This design comes from an exercise in tuning for small area, a short achievable clock period and few clock cycles per item on the open sky130 flow, not from production work.
Only simulation tests tie the RTL to the original design; equivalence was not proved.
No activity file was given, so power comes from the tool's default toggle rates.

north:
## timing_recovery_top
module timing_recovery_top (
  input  wire                  clk,
  input  wire                  reset_i,
  input  wire                  raw_valid_i,
  input  timing_pkg::sample_t  raw_i_i,
  input  timing_pkg::sample_t  raw_q_i,
  input  wire           [15:0] step_i,
  input  timing_pkg::mu_gain_t mu_gain_i,
  input  wire                  sym_ready_i,
  output logic                 raw_ready_o,
  output logic                 sym_valid_o,
  output timing_pkg::sym_t     sym_i_o,
  output timing_pkg::sym_t     sym_q_o
);
Size: about 20000 µm² of cells after synthesis.
==> module symbol_nco, before the edit <==
module symbol_nco (
  input  wire                  clk,
  input  wire                  reset_i,
  input  wire                  accept_i,      
  input  wire           [15:0] step_i,
  input  timing_pkg::mu_gain_t mu_gain_i,
  input  wire                  adv_i,         
  output logic                 s1_valid_o,
  output logic                 s1_valid_next_o,   
  output logic          [12:0] mu_sel_o       
);
  localparam int MU_W   = timing_pkg::MU_W;
  localparam int PROD_W = timing_pkg::MU_W + timing_pkg::MU_GAIN_W;   
  logic [15:0]          acc_q;
  logic [16:0]          phase_sum;
  logic [MU_W-1:0]      resid_q;
  timing_pkg::mu_gain_t gain_q;
  logic [13:0]          gain3_q;
  logic [11:0]          resid_sel;
  logic [PROD_W-1:0]    mu_prod;
  logic                 mu_sat;
  timing_pkg::mu_t      mu;
  logic [8:0]           mu_x;           
  logic [12:0]          mu_sel;
  assign phase_sum       = {1'b0, acc_q} + {1'b0, step_i};
  assign s1_valid_next_o = accept_i ? phase_sum[16] : (s1_valid_o & !adv_i);
  always_ff @(posedge clk) begin
    if (reset_i) begin
      acc_q      <= '0;
      s1_valid_o <= 1'b0;
    end else if (accept_i) begin
      acc_q      <= phase_sum[15:0];
      s1_valid_o <= phase_sum[16];      
    end else if (adv_i) begin
      s1_valid_o <= 1'b0;
    end
  end
  always_ff @(posedge clk) begin
    if (accept_i) begin
      resid_q <= phase_sum[15:8];
      gain_q  <= mu_gain_i;
      gain3_q <= {2'b00, mu_gain_i} + {1'b0, mu_gain_i, 1'b0};
    end
  end
  for (genvar j = 0; j < 4; j++) begin : g_sel
    assign resid_sel[3*j]   = (resid_q[2*j+1:2*j] == 2'd1);
    assign resid_sel[3*j+1] = (resid_q[2*j+1:2*j] == 2'd2);
    assign resid_sel[3*j+2] = (resid_q[2*j+1:2*j] == 2'd3);
  end
  mu_mult i_mu_mult (
    .sel_i (resid_sel),
    .g_i   (gain_q),
    .g3_i  (gain3_q),
    .p_o   (mu_prod)
  );
  assign mu_sat = |mu_prod[PROD_W-1:2*MU_W];
  assign mu   = mu_sat ? '1 : mu_prod[2*MU_W-1:MU_W];
  assign mu_x = {mu, 1'b0};
  for (genvar k = 0; k < 4; k++) begin : g_booth
    assign mu_sel[3*k]   = mu_x[2*k+1] ^ mu_x[2*k];
    assign mu_sel[3*k+1] = (mu_x[2*k+2] & !mu_x[2*k+1] & !mu_x[2*k])
                         | (!mu_x[2*k+2] & mu_x[2*k+1] & mu_x[2*k]);
    assign mu_sel[3*k+2] = mu_x[2*k+2];
  end
  assign mu_sel[12] = mu[7];
  always_ff @(posedge clk) begin
    if (adv_i) mu_sel_o <= mu_sel;
  end
endmodule
==> module timing_recovery_top, before the edit <==
module timing_recovery_top (
  input  wire                  clk,
  input  wire                  reset_i,
  input  wire                  raw_valid_i,
  input  timing_pkg::sample_t  raw_i_i,
  input  timing_pkg::sample_t  raw_q_i,
  input  wire           [15:0] step_i,
  input  timing_pkg::mu_gain_t mu_gain_i,
  input  wire                  sym_ready_i,
  output logic                 raw_ready_o,
  output logic                 sym_valid_o,
  output timing_pkg::sym_t     sym_i_o,
  output timing_pkg::sym_t     sym_q_o
);
  logic             accept;
  logic             s1_valid_next;
  logic             ready_q;    
  logic             s1_valid;
  logic             s2_valid;
  logic             out_free;   
  logic             en2;        
  logic             adv;        
  logic             push;       
  logic      [12:0] mu_sel;
  timing_pkg::sym_t rail_i;
  timing_pkg::sym_t rail_q;
  assign push        = s2_valid & out_free;
  assign en2         = !s2_valid | out_free;
  assign adv         = s1_valid & en2;
  assign raw_ready_o = ready_q | sym_ready_i;    
  assign accept      = raw_valid_i & raw_ready_o;
  symbol_nco i_symbol_nco (
    .clk        (clk),
    .reset_i    (reset_i),
    .accept_i   (accept),
    .step_i     (step_i),
    .mu_gain_i  (mu_gain_i),
    .adv_i      (adv),
    .s1_valid_o      (s1_valid),
    .s1_valid_next_o (s1_valid_next),
    .mu_sel_o   (mu_sel)
  );
  rail_interp i_rail_i (
    .clk      (clk),
    .reset_i  (reset_i),
    .accept_i (accept),
    .smp_i    (raw_i_i),
    .adv_i    (adv),
    .mu_sel_i (mu_sel),
    .rail_o   (rail_i)
  );
  rail_interp i_rail_q (
    .clk      (clk),
    .reset_i  (reset_i),
    .accept_i (accept),
    .smp_i    (raw_q_i),
    .adv_i    (adv),
    .mu_sel_i (mu_sel),
    .rail_o   (rail_q)
  );
  symbol_joiner i_symbol_joiner (
    .clk         (clk),
    .reset_i     (reset_i),
    .push_i      (push),
    .i_sym_i     (rail_i),
    .q_sym_i     (rail_q),
    .sym_ready_i (sym_ready_i),
    .free_o      (out_free),
    .sym_valid_o (sym_valid_o),
    .sym_i_o     (sym_i_o),
    .sym_q_o     (sym_q_o)
  );
  always_ff @(posedge clk) begin
    if (reset_i) begin
      s2_valid <= 1'b0;
      ready_q  <= 1'b1;
    end else begin
      if (en2) s2_valid <= adv;
      ready_q <= !(s1_valid_next & (en2 ? adv : s2_valid)
                   & (out_free ? push : sym_valid_o));
    end
  end
endmodule
==> flow/config.mk <==
export PLATFORM = sky130hd
export DESIGN_NAME = timing_recovery_top
export DESIGN_NICKNAME = timing_recovery_top
export VERILOG_FILES = /design/flow/design.v
export SDC_FILE = /design/flow/constraint.sdc
export NUM_CORES = 4
export LEC_CHECK = 0
export CAP_MARGIN = 20
export CORE_MARGIN = 2
export CORE_UTILIZATION = 55
export CTS_BUF_LIST = sky130_fd_sc_hd__clkbuf_4 sky130_fd_sc_hd__clkbuf_8
export SETUP_SLACK_MARGIN = 4.0
export SLEW_MARGIN = 20
==> flow/constraint.sdc <==
create_clock -name core_clock -period 9.0 [get_ports {clk}]
set_input_delay 1.8000 -clock core_clock [delete_from_list [all_inputs] [get_ports {clk}]]
set_output_delay 1.8000 -clock core_clock [all_outputs]
set_load 0.01 [all_outputs]
standard.sh (not shown) runs the stock make flow with config.mk's settings and CLKGATE_MAP_FILE= SYNTH_SCRIPT=/design/flow/synth_recipe.tcl, a recipe that flattens the netlist after the stock synthesis.
==> flow/flow/run.sh <==
#!/bin/bash
# Standard layout with two changes:
#  - plain buffers on the ports instead of the delay buffers buffer_ports picks
#  - after synthesis, inv_opt.tcl pushes inverters through the full adders
#    (a full adder is self-dual), removing inverter pairs between adder cells
set -euo pipefail
export BUFFER_PORTS_ARGS="-buffer_cell sky130_fd_sc_hd__buf_2"
export POST_SYNTH_TCL="$PWD/flow/inv_opt.tcl"
bash standard.sh > standard_flow.log 2>&1
Other scripts of this flow, unchanged in this note and not shown: flow/flow/inv_opt.tcl
Testbench counts of north, summed over its fixed seeds: cycles 24,012, items 24,000.
Changes in south relative to north:
--- a/flow/design.v
+++ b/flow/design.v
@@ -21,5 +21,4 @@
   input  wire                  adv_i,         
   output logic                 s1_valid_o,
-  output logic                 s1_valid_next_o,   
   output logic          [12:0] mu_sel_o       
 );
@@ -37,6 +36,5 @@
   logic [8:0]           mu_x;           
   logic [12:0]          mu_sel;
-  assign phase_sum       = {1'b0, acc_q} + {1'b0, step_i};
-  assign s1_valid_next_o = accept_i ? phase_sum[16] : (s1_valid_o & !adv_i);
+  assign phase_sum = {1'b0, acc_q} + {1'b0, step_i};
   always_ff @(posedge clk) begin
     if (reset_i) begin
@@ -406,6 +404,4 @@
 );
   logic             accept;
-  logic             s1_valid_next;
-  logic             ready_q;    
   logic             s1_valid;
   logic             s2_valid;
@@ -420,5 +416,5 @@
   assign en2         = !s2_valid | out_free;
   assign adv         = s1_valid & en2;
-  assign raw_ready_o = ready_q | sym_ready_i;    
+  assign raw_ready_o = !s1_valid | en2;
   assign accept      = raw_valid_i & raw_ready_o;
   symbol_nco i_symbol_nco (
@@ -429,6 +425,5 @@
     .mu_gain_i  (mu_gain_i),
     .adv_i      (adv),
-    .s1_valid_o      (s1_valid),
-    .s1_valid_next_o (s1_valid_next),
+    .s1_valid_o (s1_valid),
     .mu_sel_o   (mu_sel)
   );
@@ -466,9 +461,6 @@
     if (reset_i) begin
       s2_valid <= 1'b0;
-      ready_q  <= 1'b1;
-    end else begin
-      if (en2) s2_valid <= adv;
-      ready_q <= !(s1_valid_next & (en2 ? adv : s2_valid)
-                   & (out_free ? push : sym_valid_o));
+    end else if (en2) begin
+      s2_valid <= adv;
     end
   end
Findings:
Compare south and north | total global-route track usage lower: south. Relative to north, the routed wire length measured on south has decreased by a few percent. Between south and north, the difference in initial antenna violation count is negligible. Fraction of layout cells with a size suffix above 1 | south above north. Against north, south reports a worst setup slack that is lower. Worst-case headroom to the max-slew limit improves in south relative to north. Looking at synthesized area, south sits 2.0% below north. Global-route wire length before repair was lower in south than in north. Startpoint of the most critical setup path: i_symbol_nco.mu_sel_o[9] -> south, i_symbol_nco.mu_sel_o[10] -> north. Changes observed in south relative to north: post-placement setup slack saw a decrease, global routing usage on met1 climbed 0.32 points, share of total power in combinational logic has decreased, final net count dropped 1.4%. Compare south and north | final routed wire length divided by cell count higher: north. south ends up with a amount of wire on met2 after detailed routing that is about 9% lower than in north.
Testbench counts of south, summed over its fixed seeds: cycles 24,012, items 24,000.

[static timing again, ports no longer ideal]
The results above use ideal ports. As a check the final layouts listed here were re-extracted and re-timed, cells and wires unchanged.
Step 1, drivers: a clkbuf_16 drives clk and a buf_2 each remaining input, both assumed.
Step 2 moves the port delays by t, midway between the first and last clock arrival at a register: inputs arrive t later, outputs are due t later. That takes back most of the time a late clock gives input paths.
a / b / c = ideal ports / drivers / drivers and shift; a / b = the first two.
run | t, ns | setup WS [ns] | worst hold slack (ns) | worst data-port slew with drivers (ns) | pins driven straight from the clock port
north | 0.635 | 4.275 / 4.275 / 4.263 | 0.457 / 0.457 / 0.457 | 0.04 | 1
south | 0.657 | 4.184 / 4.184 / 4.184 | 0.460 / 0.460 / 0.460 | 0.04 | 1
After both steps every run listed still meets setup and hold. The setup slack of north, which loses most, moves by 0.000 ns with the drivers and by -0.012 ns with both steps.
